From an optimization exercise on the open Yosys and OpenROAD flow, aimed at small area, a short achievable clock period and few clock cycles per item; shortcuts taken in it are not production practice.
At most, simulation tests tie the RTL to the original design; equivalence was not proved.
The RTL of run 2 was laid out without a check of its function.

==> flow/design.v <==
module alu_seq #(
  parameter int XLEN = 64
) (
  input  logic            clk_i,
  input  logic            rst_n_i,
  input  logic            req_valid_i,
  output logic            req_ready_o,
  input  logic [3:0]      op_i,
  input  logic [XLEN-1:0] a_i,
  input  logic [XLEN-1:0] b_i,
  input  logic            cin_i,
  output logic            rsp_valid_o,
  input  logic            rsp_ready_i,
  output logic [XLEN-1:0] result_o,
  output logic            cflag_o,
  output logic            vflag_o,
  output logic            zflag_o
);
  localparam int SHW = $clog2(XLEN);
  localparam logic [3:0] OP_ADD  = 4'd0;
  localparam logic [3:0] OP_SUB  = 4'd1;
  localparam logic [3:0] OP_AND  = 4'd2;
  localparam logic [3:0] OP_XOR  = 4'd3;
  localparam logic [3:0] OP_SLL  = 4'd4;
  localparam logic [3:0] OP_SRL  = 4'd5;
  localparam logic [3:0] OP_SRA  = 4'd6;
  localparam logic [3:0] OP_SLTU = 4'd7;
  localparam logic [3:0] OP_SLT  = 4'd8;
  localparam logic [3:0] OP_MULU = 4'd9;
  localparam logic [3:0] OP_DIVU = 4'd10;
  localparam logic [3:0] OP_REMU = 4'd11;
  localparam logic [2:0] PH_SINGLE = 3'd0;   
  localparam logic [2:0] PH_MSETUP = 3'd1;   
  localparam logic [2:0] PH_DSETUP = 3'd2;   
  localparam logic [2:0] PH_ITER   = 3'd3;   
  localparam logic [2:0] PH_FIN    = 3'd4;   
  localparam logic [2:0] PH_DPRE   = 3'd5;   
  function automatic logic [6:0] lead1(input logic [63:0] x);
    logic [15:0] n1;
    logic [1:0]  i1 [16];
    logic [3:0]  n2;
    logic [3:0]  i2 [4];
    logic [1:0]  p;
    for (int j = 0; j < 16; j++) begin
      n1[j] = |x[4*j +: 4];
      i1[j] = {x[4*j+3] | x[4*j+2], x[4*j+3] | (~x[4*j+2] & x[4*j+1])};
    end
    for (int g = 0; g < 4; g++) begin
      n2[g] = |n1[4*g +: 4];
      p     = {n1[4*g+3] | n1[4*g+2], n1[4*g+3] | (~n1[4*g+2] & n1[4*g+1])};
      i2[g] = {p, i1[4*g + int'(p)]};
    end
    p     = {n2[3] | n2[2], n2[3] | (~n2[2] & n2[1])};
    lead1 = {|n2, p, i2[p]};
  endfunction
  function automatic logic [XLEN:0] pfx_add(input logic [XLEN-1:0] a,
                                            input logic [XLEN-1:0] b,
                                            input logic            c0);
    logic [XLEN-1:0] p, g, pn, gn, h;
    h = a ^ b;
    g = a & b;
    p = h;
    g[0] = g[0] | (p[0] & c0);
    for (int k = 1; k < XLEN; k = k * 2) begin
      gn = g;
      pn = p;
      for (int i = 0; i < XLEN; i++) begin
        if ((i & k) != 0) begin
          gn[i] = g[i] | (p[i] & g[(i & ~(k-1)) - 1]);
          pn[i] = p[i] & p[(i & ~(k-1)) - 1];
        end
      end
      g = gn;
      p = pn;
    end
    pfx_add = {g[XLEN-1], h ^ {g[XLEN-2:0], c0}};
  endfunction
  function automatic logic [2:0] booth(input logic m1, input logic m0, input logic prev);
    logic two, nz, neg;
    two = (!m1 && m0 && prev) || (m1 && !m0 && !prev);
    nz  = !((!m1 && !m0 && !prev) || (m1 && m0 && prev));
    neg = m1 && !(m0 && prev);
    booth = {two, nz, neg};
  endfunction
  logic             ev;           
  logic [2:0]       ph;
  logic [SHW-1:0]   cnt;
  logic             cz;           
  logic [XLEN-1:0]  x_q, b_q, y_q, p_q;
  logic             ci_q;
  logic             nza_q, nzb_q;
  logic [SHW-1:0]   la_q, lb_q;   
  logic             early;        
  logic             swap;         
  logic [SHW-1:0]   sh_rot;       
  logic [SHW-1:0]   sh_s;         
  logic             sh_left, sh_sra, o_dv;
  logic             o_add, o_arith, o_and, o_xor, o_sll, o_srl, o_sra;
  logic             o_sltu, o_slt, o_mul, o_div, o_rem;
  logic             r0v;
  logic [XLEN-1:0]  r0_res;
  logic             r0_c, r0_v;
  logic e_last;       
  logic fire;         
  logic accept;
  logic take;
  assign e_last = (ph == PH_SINGLE) || (ph == PH_FIN) ||
                  (ph == PH_ITER && cz && !o_rem) ||
                  (ph == PH_DPRE && early);
  assign fire   = ev & e_last & (~r0v | rsp_ready_i);
  assign req_ready_o = ~ev | (e_last & (~r0v | rsp_ready_i));
  assign accept = req_valid_i & req_ready_o;
  assign take   = r0v & rsp_ready_i;
  logic [XLEN:0]   sum_full;
  logic [XLEN-1:0] sum;
  logic            cout, ovf;
  assign sum_full = pfx_add(x_q, b_q, ci_q);
  assign sum      = sum_full[XLEN-1:0];
  assign cout     = sum_full[XLEN];
  assign ovf      = (x_q[XLEN-1] == b_q[XLEN-1]) && (sum[XLEN-1] != x_q[XLEN-1]);
  logic [XLEN-1:0]   sh_d;
  logic [2*XLEN-1:0] sh_cat;
  logic [XLEN-1:0]   sh_rotd;
  logic [XLEN-1:0]   sh_ge;      
  logic [XLEN-1:0]   sh_keep;
  logic [XLEN-1:0]   sh_out;
  assign sh_d    = o_dv ? b_q : x_q;
  assign sh_cat  = {sh_d, sh_d} >> sh_rot;
  assign sh_rotd = sh_cat[XLEN-1:0];
  always_comb begin
    for (int i = 0; i < XLEN; i++) sh_ge[i] = (SHW+1)'(i) >= {1'b0, sh_s};
    for (int i = 0; i < XLEN; i++) sh_keep[i] = sh_left ? sh_ge[i] : sh_ge[XLEN-1-i];
  end
  assign sh_out  = (sh_rotd & sh_keep) | ({XLEN{sh_sra & sh_d[XLEN-1]}} & ~sh_keep);
  logic            it_last;
  logic            s_sum, s_x;
  logic [XLEN-1:0] e_res;
  logic            e_c, e_v;
  assign it_last = (ph == PH_ITER);
  always_comb begin
    s_sum = ((ph == PH_SINGLE) & o_add) | (it_last & o_mul);
    s_x   = o_rem & ((ph == PH_DPRE) | (ph == PH_FIN));
    e_res = (sum & {XLEN{s_sum}})
          | (x_q & {XLEN{s_x}})
          | ({p_q[XLEN-2:0], cout} & {XLEN{it_last & o_div}})
          | ({XLEN{(ph == PH_DPRE) & o_div & ~nzb_q}})
          | (x_q & b_q & {XLEN{o_and}})
          | ((x_q ^ b_q) & {XLEN{o_xor}})
          | (sh_out & {XLEN{o_sll | o_srl | o_sra}})
          | {{(XLEN-1){1'b0}}, (o_sltu & ~cout) | (o_slt & (sum[XLEN-1] ^ ovf))};
    e_c   = o_arith & cout;
    e_v   = o_arith & ovf;
  end
  logic [XLEN-1:0] mplier, mcand;
  logic            nz_min;
  logic [SHW-1:0]  l_min;
  assign mplier = swap ? x_q : b_q;
  assign mcand  = swap ? b_q : x_q;
  assign nz_min = swap ? nza_q : nzb_q;
  assign l_min  = swap ? la_q : lb_q;
  logic [SHW-1:0]  mcnt, dcnt;
  assign mcnt = SHW'(({1'b0, l_min} + (SHW+1)'(nz_min)) >> 1);
  assign dcnt = la_q - lb_q;
  logic [2:0]      bd;
  logic [XLEN-1:0] y_nx;
  logic [XLEN-1:0] b_booth;
  assign bd      = (ph == PH_MSETUP) ? booth(mplier[1], mplier[0], 1'b0)
                                     : booth(p_q[3], p_q[2], p_q[1]);
  assign y_nx    = (ph == PH_MSETUP) ? mcand : {y_q[XLEN-3:0], 2'b00};
  assign b_booth = ((bd[2] ? {y_nx[XLEN-2:0], 1'b0} : y_nx) & {XLEN{bd[1]}}) ^ {XLEN{bd[0]}};
  logic advance;    
  assign advance = ev & ~e_last;
  always_ff @(posedge clk_i or negedge rst_n_i) begin
    if (!rst_n_i) begin
      ev <= 1'b0;
      ph <= PH_SINGLE;
    end else if (accept) begin
      ev <= 1'b1;
      ph <= (op_i == OP_MULU) ? PH_MSETUP :
            (op_i == OP_DIVU || op_i == OP_REMU) ? PH_DPRE : PH_SINGLE;
    end else if (fire) begin
      ev <= 1'b0;
    end else if (advance) begin
      ph <= (ph == PH_DPRE) ? PH_DSETUP : (ph == PH_ITER && cz) ? PH_FIN : PH_ITER;
    end
  end
  logic neg_i, dv_i;
  logic nza_i, nzb_i;
  logic [SHW-1:0] la_i, lb_i;
  assign neg_i = (op_i == OP_SUB) || (op_i == OP_SLTU) || (op_i == OP_SLT);
  assign dv_i  = (op_i == OP_DIVU) || (op_i == OP_REMU);
  logic [XLEN-1:0] tha_i;
  logic lt_i;
  always_comb begin
    tha_i = a_i;
    for (int k = 1; k < XLEN; k = k * 2)
      for (int i = 0; i < XLEN; i++)
        if (((XLEN-1-i) & k) != 0) tha_i[i] = tha_i[i] | tha_i[((i | (k-1)) + 1)];
  end
  assign lt_i = |(b_i & ~tha_i);
  assign {nza_i, la_i} = lead1(a_i);
  assign {nzb_i, lb_i} = lead1(b_i);
  logic [SHW-1:0] s_i;
  assign s_i   = dv_i ? '0 : b_i[SHW-1:0];
  logic            x_ld_a, x_ld_s, x_hold;
  logic            b_ld_i, b_ld_booth, b_ld_norm, b_ld_shr, b_hold;
  logic [XLEN-1:0] x_d, b_d;
  always_comb begin
    x_ld_a     = accept;
    x_ld_s     = advance & (ph == PH_ITER) & (o_mul | cout);
    x_hold     = ~accept & ~(advance & (ph == PH_MSETUP)) & ~x_ld_s;
    x_d        = (a_i & {XLEN{x_ld_a}}) | (sum & {XLEN{x_ld_s}}) | (x_q & {XLEN{x_hold}});
    b_ld_i     = accept;
    b_ld_booth = advance & ((ph == PH_MSETUP) | ((ph == PH_ITER) & o_mul));
    b_ld_norm  = advance & (ph == PH_DSETUP);
    b_ld_shr   = advance & (ph == PH_ITER) & ~o_mul;
    b_hold     = ~b_ld_i & ~b_ld_booth & ~b_ld_norm & ~b_ld_shr;
    b_d        = ((b_i ^ {XLEN{neg_i}}) & {XLEN{b_ld_i}})
               | (b_booth & {XLEN{b_ld_booth}})
               | (~sh_out & {XLEN{b_ld_norm}})
               | ({1'b1, b_q[XLEN-1:1]} & {XLEN{b_ld_shr}})
               | (b_q & {XLEN{b_hold}});
  end
  always_ff @(posedge clk_i) begin
    x_q <= x_d;
    b_q <= b_d;
  end
  always_ff @(posedge clk_i) begin
    if (accept) begin
      ci_q   <= (op_i == OP_ADD) ? cin_i : 1'b1;
      nza_q   <= nza_i;
      nzb_q   <= nzb_i;
      la_q    <= la_i;
      lb_q    <= lb_i;
      sh_s    <= s_i;
      sh_rot  <= (op_i == OP_SLL) ? (SHW'(0) - b_i[SHW-1:0]) : b_i[SHW-1:0];
      sh_left <= dv_i || (op_i == OP_SLL);
      sh_sra  <= (op_i == OP_SRA);
      o_dv    <= dv_i;
      early   <= !nzb_i || !nza_i || lt_i;
      swap    <= !nza_i || (nzb_i && lt_i);
      o_add   <= (op_i == OP_ADD) || (op_i == OP_SUB);
      o_arith <= (op_i == OP_ADD) || (op_i == OP_SUB) || (op_i == OP_SLTU) || (op_i == OP_SLT);
      o_and   <= (op_i == OP_AND);
      o_xor   <= (op_i == OP_XOR);
      o_sll   <= (op_i == OP_SLL);
      o_srl   <= (op_i == OP_SRL);
      o_sra   <= (op_i == OP_SRA);
      o_sltu  <= (op_i == OP_SLTU);
      o_slt   <= (op_i == OP_SLT);
      o_mul   <= (op_i == OP_MULU);
      o_div   <= (op_i == OP_DIVU);
      o_rem   <= (op_i == OP_REMU);
    end else if (advance) begin
      case (ph)
        PH_MSETUP: begin
          y_q  <= y_nx;
          ci_q <= bd[0];
          p_q  <= mplier;
          cnt  <= mcnt;
          cz   <= (mcnt == '0);
        end
        PH_DPRE: begin
          sh_rot <= lb_q - la_q;
          cnt    <= dcnt;
          cz     <= (dcnt == '0);
        end
        PH_DSETUP: begin
          ci_q <= 1'b1;
          p_q  <= '0;
        end
        default: begin
          cnt <= cnt - SHW'(1);
          cz  <= (cnt == SHW'(1));
          if (o_mul) begin
            y_q  <= y_nx;
            ci_q <= bd[0];
            p_q  <= {2'b00, p_q[XLEN-1:2]};
          end else begin
            p_q <= {p_q[XLEN-2:0], cout};
          end
        end
      endcase
    end
  end
  always_ff @(posedge clk_i or negedge rst_n_i) begin
    if (!rst_n_i)          r0v <= 1'b0;
    else if (!r0v || take) r0v <= fire;
  end
  always_ff @(posedge clk_i) begin
    if (fire) begin
      r0_res <= e_res;
      r0_c   <= e_c;
      r0_v   <= e_v;
    end
  end
  assign rsp_valid_o = r0v;
  assign result_o    = r0_res;
  assign cflag_o     = r0_c;
  assign vflag_o     = r0_v;
  assign zflag_o     = (r0_res == '0);
endmodule
==> flow/flow/run.sh <==
#!/bin/bash
# Own flow: the standard layout (standard synthesis, floorplan, power grid,
# placement, CTS, routing), unchanged except that the port buffers the placer
# inserts on every input and output are sky130_fd_sc_hd__buf_2 cells instead
# of the default delay-buffer cells.
set -euo pipefail
export BUFFER_PORTS_ARGS="-buffer_cell sky130_fd_sc_hd__buf_2"
bash standard.sh > standard_flow.log 2>&1
==> flow/standard.sh <==
#!/bin/bash
# synth_recipe.tcl (not shown) runs the flow's synth.tcl, then flattens the netlist and writes it again
# the make line also repeats each setting of config.mk as NAME=value (left out here)
make -C /OpenROAD-flow-scripts/flow DESIGN_CONFIG=/design/flow/config.mk WORK_HOME=/design/flow/orfs CLKGATE_MAP_FILE= SYNTH_SCRIPT=/design/flow/synth_recipe.tcl "${@:-finish}"
==> flow/config.mk <==
export PLATFORM = sky130hd
export DESIGN_NAME = alu_seq
export DESIGN_NICKNAME = alu_seq
export VERILOG_FILES = /design/flow/design.v
export SDC_FILE = /design/flow/constraint.sdc
export NUM_CORES = 4
export LEC_CHECK = 0
export CAP_MARGIN = 20
export CORE_MARGIN = 2
export CORE_UTILIZATION = 45
export PLACE_DENSITY = 0.6
export SETUP_SLACK_MARGIN = 4
export SLEW_MARGIN = 20
==> flow/constraint.sdc <==
create_clock -name core_clock -period 8.0 [get_ports {clk_i}]
set_input_delay 1.6000 -clock core_clock [delete_from_list [all_inputs] [get_ports {clk_i}]]
set_output_delay 1.6000 -clock core_clock [all_outputs]
set_load 0.01 [all_outputs]
==> notes.md, run 1 <==
Worst-Skew Late Latency=slightly above 0.6 ns; Cells after DPL=4,603; Clock Path Buffers=3; Clk pin slew, worst setup/hold paths=0.06 ns; crit-path max FO=35; worst path cell trace=buf_12, mux4_2, mux2_2, mux2i_1, mux4_2, mux2i_1, mux2i_1, o221ai_1; Synth area leaders=edfxtp_1 (22%), mux2i_1 (8.9%), mux4_2 (8.1%); register area share after synthesis=~30%; row cnt=99; post-synth cell types=88; number of synthesized flops with an enable pin=242; via count=around 34,000; status=no timing/DRC/antenna violations; hpwl dp=approximately 130 mm; antenna-violating nets left=0; syn_area_per_cell=9.11 µm²; Warnings, synthesis=5; largest net degree at the start of global routing=85; Clock Skews=0.0306 ns; IO buf count=about 200; crit end category=register; max cap viols=0; worst endpoint data arrival time=around 4.3 ns; highest-delay cell along the critical path=mux4_2; critical path depth=8; crit-path leading delay family=multiplexers; syn nets=a little under 4,000; r2r setup slk=just under 4 ns; CTS root buffer=clkbuf_16; crit share post-route=about half; Setup Viol. Count Final=0; vias per cell=7.27; wire length per cell=about 36 µm; #FFs+latches synth=375; CTS tree=done; GP Congestion=between 1 and 1.5; Critical Path Start Type=register; Die X-Extent=276 µm; Nets=3,933; WS Path Type=register to register; Detailed Route Iter0 Violations=5,499; CP endpoint=r0_res[48]; H-tree levels=2; Starting Density=about 46%; DRC Markers=0; Total Wirelength=172 mm; worst hold path class=register to register; pins over their slew limit=0; reg-to-reg endpoint=r0_res[48]; CTS Hold Buffers Added=0; crit path launch=o_dv; Final Hold Fails=0; Yosys top cell area share=a little over a fifth; non-filler cells, final=between 4,000 and 5,000; first-pass GRT wire length=239 mm; I/O pins=about 210; reg2reg start=o_dv; Max Fclk=between 200 and 250 MHz; final core utilization=~50%; initial antenna violation count=27; Vert. Die Dim=around 280 µm; All-Layer GR Usage=between 40 and 50%; Num CTS Buffers=48; Synth Instances=3,660; ys async rst share=~1.3%; clk sink count=~380; Initial DRT Pass Iterations=9; Core Area=approximately 73,000 µm²; P&R area growth vs syn=11.7%; mapped cell area=about 33,000 µm²; setup TNS=0 ns; CP Buf/Inv Count=1; Crit path required time=about 8.3 ns; layout cells sized above 1=between 10% and 20%; final worst path period need=4.09 ns; Least-Margin Pin Slew=about 1.2 ns; R2R cell count=8; number of global-route vias before repair=about 32,000; Synth area leader=edfxtp_1; Die ar.=between 70,000 and 80,000 µm²; crit-path most repeated cell=mux2i_1; most frequent cells in the layout=nor2_1 (383), mux2i_1 (293), edfxtp_1 (242); commonest non-fill, non-tap cell in the layout=nor2_1; max incr delay on CP=0.68 ns; ys flop type=edfxtp_1; GRT overflow=0; Max-slew headroom=between 20% and 30%; RSZ-0062 raised after global routing=false
## routing by layer
layer	global-route usage, %	up-vias	share of wire [%]
li1	-	14200	-
met4	25.9	14	7.6
met3	15.9	574	14
met1	55.6	16900	38
met2	61.4	2629	40
met5	0	-	0.059
## through the flow
stage	area [µm²]	worst slack, ns	hold WS [ns]
3_3_place_gp	35100	2.91	0.514
4_1_cts	37000	4.00	0.534
2_1_floorplan	33400	4.07	0.490
5_1_grt	37200	3.96	0.549
3_5_place_dp	35100	2.88	0.511
6_report	37200	3.91	0.541
## cell usage after synthesis, types with 103 or more instances
master    number
a21oi_1      223
a221o_1      123
clkbuf_1     206
dfxtp_1      128
edfxtp_1     242
inv_1        152
mux2i_1      296
mux4_2       120
nand2_1      238
nor2_1       392
o21ai_0      221
o22ai_1      103
xnor2_1      127
## cell type report
class	count	area, µm²
timing repair buffer	287	1730
clock inverter	27	319
antenna	13	32.5
tap	959	1200
fill	6978	36000
sequential	375	9970
inverter	157	604
multi-input combinational	2840	22100
clock buffer	63	1310
## registers in the layout, indices dropped and copies added, names as in the netlist, 3 cells and up
register	count
lb_q	6
la_q	6
b_q	64
y_q	62
r0_res	64
p_q	64
cnt	6
sh_rot	6
ph	3
sh_s	6
x_q	64
## worst reg2reg max path: stages (launching register included)
cell,delay (ns)
edfxtp_1,0.44
buf_12,0.29
mux4_2,0.74
mux2_2,0.34
mux2i_1,0.37
mux4_2,0.35
mux2i_1,0.15
mux2i_1,0.61
o221ai_1,0.45
## cell families after synthesis
group	count (synthesis)	synth area share (%)
xor gates and xnor gates	199	5.23
buffers and inverters	447	5.26
and+or+nand+nor	919	12.2
muxes	518	20.4
adders and majority gates	87	3.47
AOI/OAI and AO/OA	1115	23.5
DFF	375	29.9
## repair_timing
| item | CTS | global route |
|---|---|---|
| resized for setup | 41 | 41 |
| pin swaps | 5 | 9 |
| setup buffers | 8 | 4 |
| setup endpoints to repair | 191 | 98 |
| cloned | 1 | 1 |
| hold endpoints to repair | 0 | 0 |
## how the worst min path moves through the flow
stage / from / end / slack, ns / depth (start not counted)
floorplan: x_q[34] / x_q[34] / 0.49 / 2
global placement: r0v / r0v / 0.51 / 2
detailed placement: r0v / r0v / 0.51 / 2
CTS: x_q[0] / x_q[0] / 0.53 / 1
global route: x_q[0] / x_q[0] / 0.55 / 1
finish: x_q[0] / x_q[0] / 0.54 / 1
Testbench counts, summed over its fixed seeds: cycles 9,195, items 2,048.
==> run 2: changes to the inputs <==
--- a/flow/design.v
+++ b/flow/design.v
@@ -290,7 +290,5 @@
   always_ff @(posedge clk_i) begin
-    if (fire) begin
-      r0_res <= e_res;
-      r0_c   <= e_c;
-      r0_v   <= e_v;
-    end
+    r0_res <= (e_res & {XLEN{fire}}) | (r0_res & {XLEN{~fire}});
+    r0_c   <= (e_c & fire) | (r0_c & ~fire);
+    r0_v   <= (e_v & fire) | (r0_v & ~fire);
   end
==> run 2 against run 1 <==
  * Wire length up 13%
  * Final area up 1.1%
  * Highest routed layer unchanged
  * Still clean
  * Non-clock buffer count up 47
  * First-iteration DRC count up 15%
  * Via count up 5.1%
  * Die area down 0.18%
  * Setup slack worse by 0.12 ns
==> notes.md, run 2 <==
status=no timing/DRC/antenna violations; max cap viols=0 (unchanged); Die ar.=76,200 µm² (-0.18%); worst hold path class=register to register; Setup Viol. Count Final=0 (unchanged); hpwl dp=142 mm (+11%); Critical Path Start Type=register; max incr delay on CP=0.97 ns (+0.29 ns); grt met3 use=20.1% (+4.2 points); post-synth cell types=82 (-6.8%); Clock Path Buffers=3 (unchanged); Num CTS Buffers=48 (unchanged); Clk pin slew, worst setup/hold paths=0.07 ns (about the same); crit-path max FO=50 (+43%); syn_area_per_cell=9.00 µm² (-1.2%); I/O pins=206 (unchanged); Nets=4,016 (+2.1%); Least-Margin Pin Slew=1.38 ns (+0.189 ns); crit share post-route=52.6% (+1.5 points); ys async rst share=1.33% (unchanged); met2 GRT Util=70.9% (+9.5 points); initial antenna violation count=16 (-41%); fin area=37,600 µm² (+1.1%); Starting Density=45.5% (about the same); P&R area growth vs syn=13.0%; register area share after synthesis=29.9% (+0.054 points); highest-delay cell along the critical path=a211oi_1; Die X-Extent=276 µm (about the same); CTS root buffer=clkbuf_16; most frequent cells in the layout=nor2_1 (392), mux2i_1 (291), o21ai_0 (261); Detailed Route Iter0 Violations=6,303 (+15%); Initial DRT Pass Iterations=30 (+21); row cnt=99 (unchanged); pins over their slew limit=0 (unchanged); number of global-route vias before repair=32,400 (+2.8%); largest family of logic cells by synthesized area=compound AO/OA/AOI/OAI gates; Post-synth top cells=nor2_1 (399), mux2i_1 (302), o21ai_0 (270); crit-path most repeated cell=o211ai_1; GRT overflow=0 (unchanged); Clock Skews=0.0402 ns (+0.00960 ns); first-pass GRT wire length=262 mm (+10%); clk sink count=375 (unchanged); Max-slew headroom=7.71% (-12 points); IO buf count=205 (unchanged); ys flop type=edfxtp_1; Cells after DPL=4,667 (+1.4%); CTS Hold Buffers Added=0 (unchanged); H-tree levels=2 (unchanged); layout cells sized above 1=18.4% (+0.56 points); Synth Instances=3,697 (+1.0%); xor-xnor portion of the synthesized cell area=5.29% (+0.062 points); vias per cell=7.51 (+3.2%); non-filler cells, final=4,806 (+1.8%); mapped cell area=33,300 µm² (-0.18%); Max Fclk=237 MHz (-2.9%); CTS tree=done; #FFs+latches synth=375 (unchanged); met1 usage=57.8% (+2.2 points); DRC Markers=0 (unchanged); GP Congestion=1.16 (+9.6%); Synth area leaders=edfxtp_1 (22%), mux2i_1 (9.1%), mux4_2 (8.1%); setup TNS=0 ns (unchanged); CP Buf/Inv Count=1 (unchanged); compound-cell area share of the yosys netlist=24.4% (+0.85 points); via count=36,100 (+5.1%); most frequent cell after synthesis=nor2_1; largest net degree at the start of global routing=124 (+46%); number of synthesized flops with an enable pin=242 (unchanged); Synth area leader=edfxtp_1; Vert. Die Dim=276 µm (about the same); Crit path required time=8.25 ns (about the same); crit-path leading delay family=compound AO/OA/AOI/OAI gates; Warnings, synthesis=5 (unchanged); wire length per cell=40.2 µm (+11%); post-synthesis mux area share=19.5% (-0.93 points); WS Path Type=register to register; All-Layer GR Usage=49.5% (+6.4 points); Synth Area in Simple Gates=12.2% (about the same); worst endpoint data arrival time=4.46 ns (+0.12 ns); antenna-violating nets left=0 (unchanged); DP Area=35,400 µm² (+0.77%); Worst-Skew Late Latency=0.64 ns (+0.02 ns); RSZ-0062 raised after global routing=true; commonest non-fill, non-tap cell in the layout=nor2_1; gr busiest metal=met2; crit end category=register; Total Wirelength=193 mm (+13%); post-synthesis adder-cell area fraction=3.47% (+0.0063 points); worst path cell trace=buf_4, nand2_1, o21ai_0, a211oi_1, o211ai_1, o211ai_1, o211ai_1; Final Hold Fails=0 (unchanged); syn nets=3,921 (+0.95%); Yosys top cell area share=21.8% (+0.039 points); final worst path period need=4.21 ns (+0.123 ns); Core Area=73,100 µm² (-0.17%)
==> run 2: cell types whose count changed after synthesis, sizes merged, moves of 20 or more <==
cell    before  now
mux2       102   68
a21o        59   25
a222oi      35   15
o311ai       3   23
o21ai      233  274
a221oi      78   98
a22o        35    6
==> run 2: worst paths after layout <==
kind / start / end / slack [ns] / cells after the start
worst min-delay path: b_q[56] / b_q[55] / 0.49 / 2
worst min register to register: b_q[56] / b_q[55] / 0.49 / 2
max in group asynchronous: rst_n_i / ph[2] / 7.08 / 1
worst max register to register: sh_s[5] / register / 3.79 / 7
worst max-delay path: sh_s[5] / register / 3.79 / 7
min in group asynchronous: rst_n_i / r0v / 0.78 / 1
==> run 2: layout make-up <==
cell class / instances / area [µm²]
Timing Repair inverter: 1 / 8.76
Clock inverter: 26 / 175
Inverter: 164 / 638
Sequential cell: 375 / 9990
Fill cell: 6984 / 35500
Timing Repair Buffer: 334 / 2130
Clock buffer: 63 / 1310
Multi-Input combinational cell: 2868 / 22100
Tap cell: 959 / 1200
Antenna cell: 16 / 40.0
==> run 2: logic make-up after synthesis <==
| kind of cell | count (synthesis) |
|---|---|
| buffers and inverters | 456 |
| muxes | 490 |
| and+or+nand+nor | 916 |
| xor gates and xnor gates | 201 |
| DFF | 375 |
| AOI/OAI and AO/OA | 1172 |
| adders and majority gates | 87 |
==> run 2: tightest hold or removal path: stages, from the launching register on <==
cell	delay (ns)
dfxtp_1	0.33
nand2_1	0.06
nand3_1	0.05
==> run 2: per-stage QoR <==
stage          util [%]  hold slack [ns]  setup WS [ns]
6_report           51.5            0.486           3.79
5_1_grt            51.4            0.521           3.94
4_1_cts            50.9            0.477           3.97
3_5_place_dp       48.4            0.477           2.96
3_3_place_gp       48.3            0.469           2.68
2_1_floorplan         -            0.496           4.06
==> run 2: repair_timing <==
action                                  4_1_cts  5_1_grt
pin swaps                                     8        9
setup buffers                                13       15
gates cloned                                  4        0
gates resized for setup                      44       58
endpoints found under the setup margin      204      116
==> run 2: per-layer routing <==
layer | routed length (µm) | part of all wire [%]
met1 | 66000 | 34
met5 | 191 | 0.099
met3 | 28200 | 15
met2 | 77200 | 40
met4 | 21700 | 11

[afterwards: timing with drivers on the ports]
How much do the figures lean on ideal ports? The routed layouts below were timed once more, with nothing changed but the port constraints. Step 1, drivers: a clkbuf_16 drives clk_i and a buf_2 each remaining input, both assumed. Step 2 adds t to the input delays and takes it off the output delays; t is the mean of the earliest and latest rising clock arrival at the registers after step 1. Input paths then give back, and output paths get back, about the clock's delay inside the block. Slacks: ideal / step 1 / step 2; pairs: ideal / step 1.
run | t (ns) | slack for setup (ns) | worst setup path after step 2 | clock arrival spread, ns
run 1 | 0.671 | 3.912 / 3.912 / 3.350 | input to register | 0.031 / 0.031
run 2 | 0.697 | 3.789 / 3.789 / 3.206 | input to register | 0.040 / 0.040
After both steps every run listed still meets setup and hold. For run 2, which loses most, drivers alone change the setup slack by 0.000 ns; drivers and shift together by -0.583 ns.
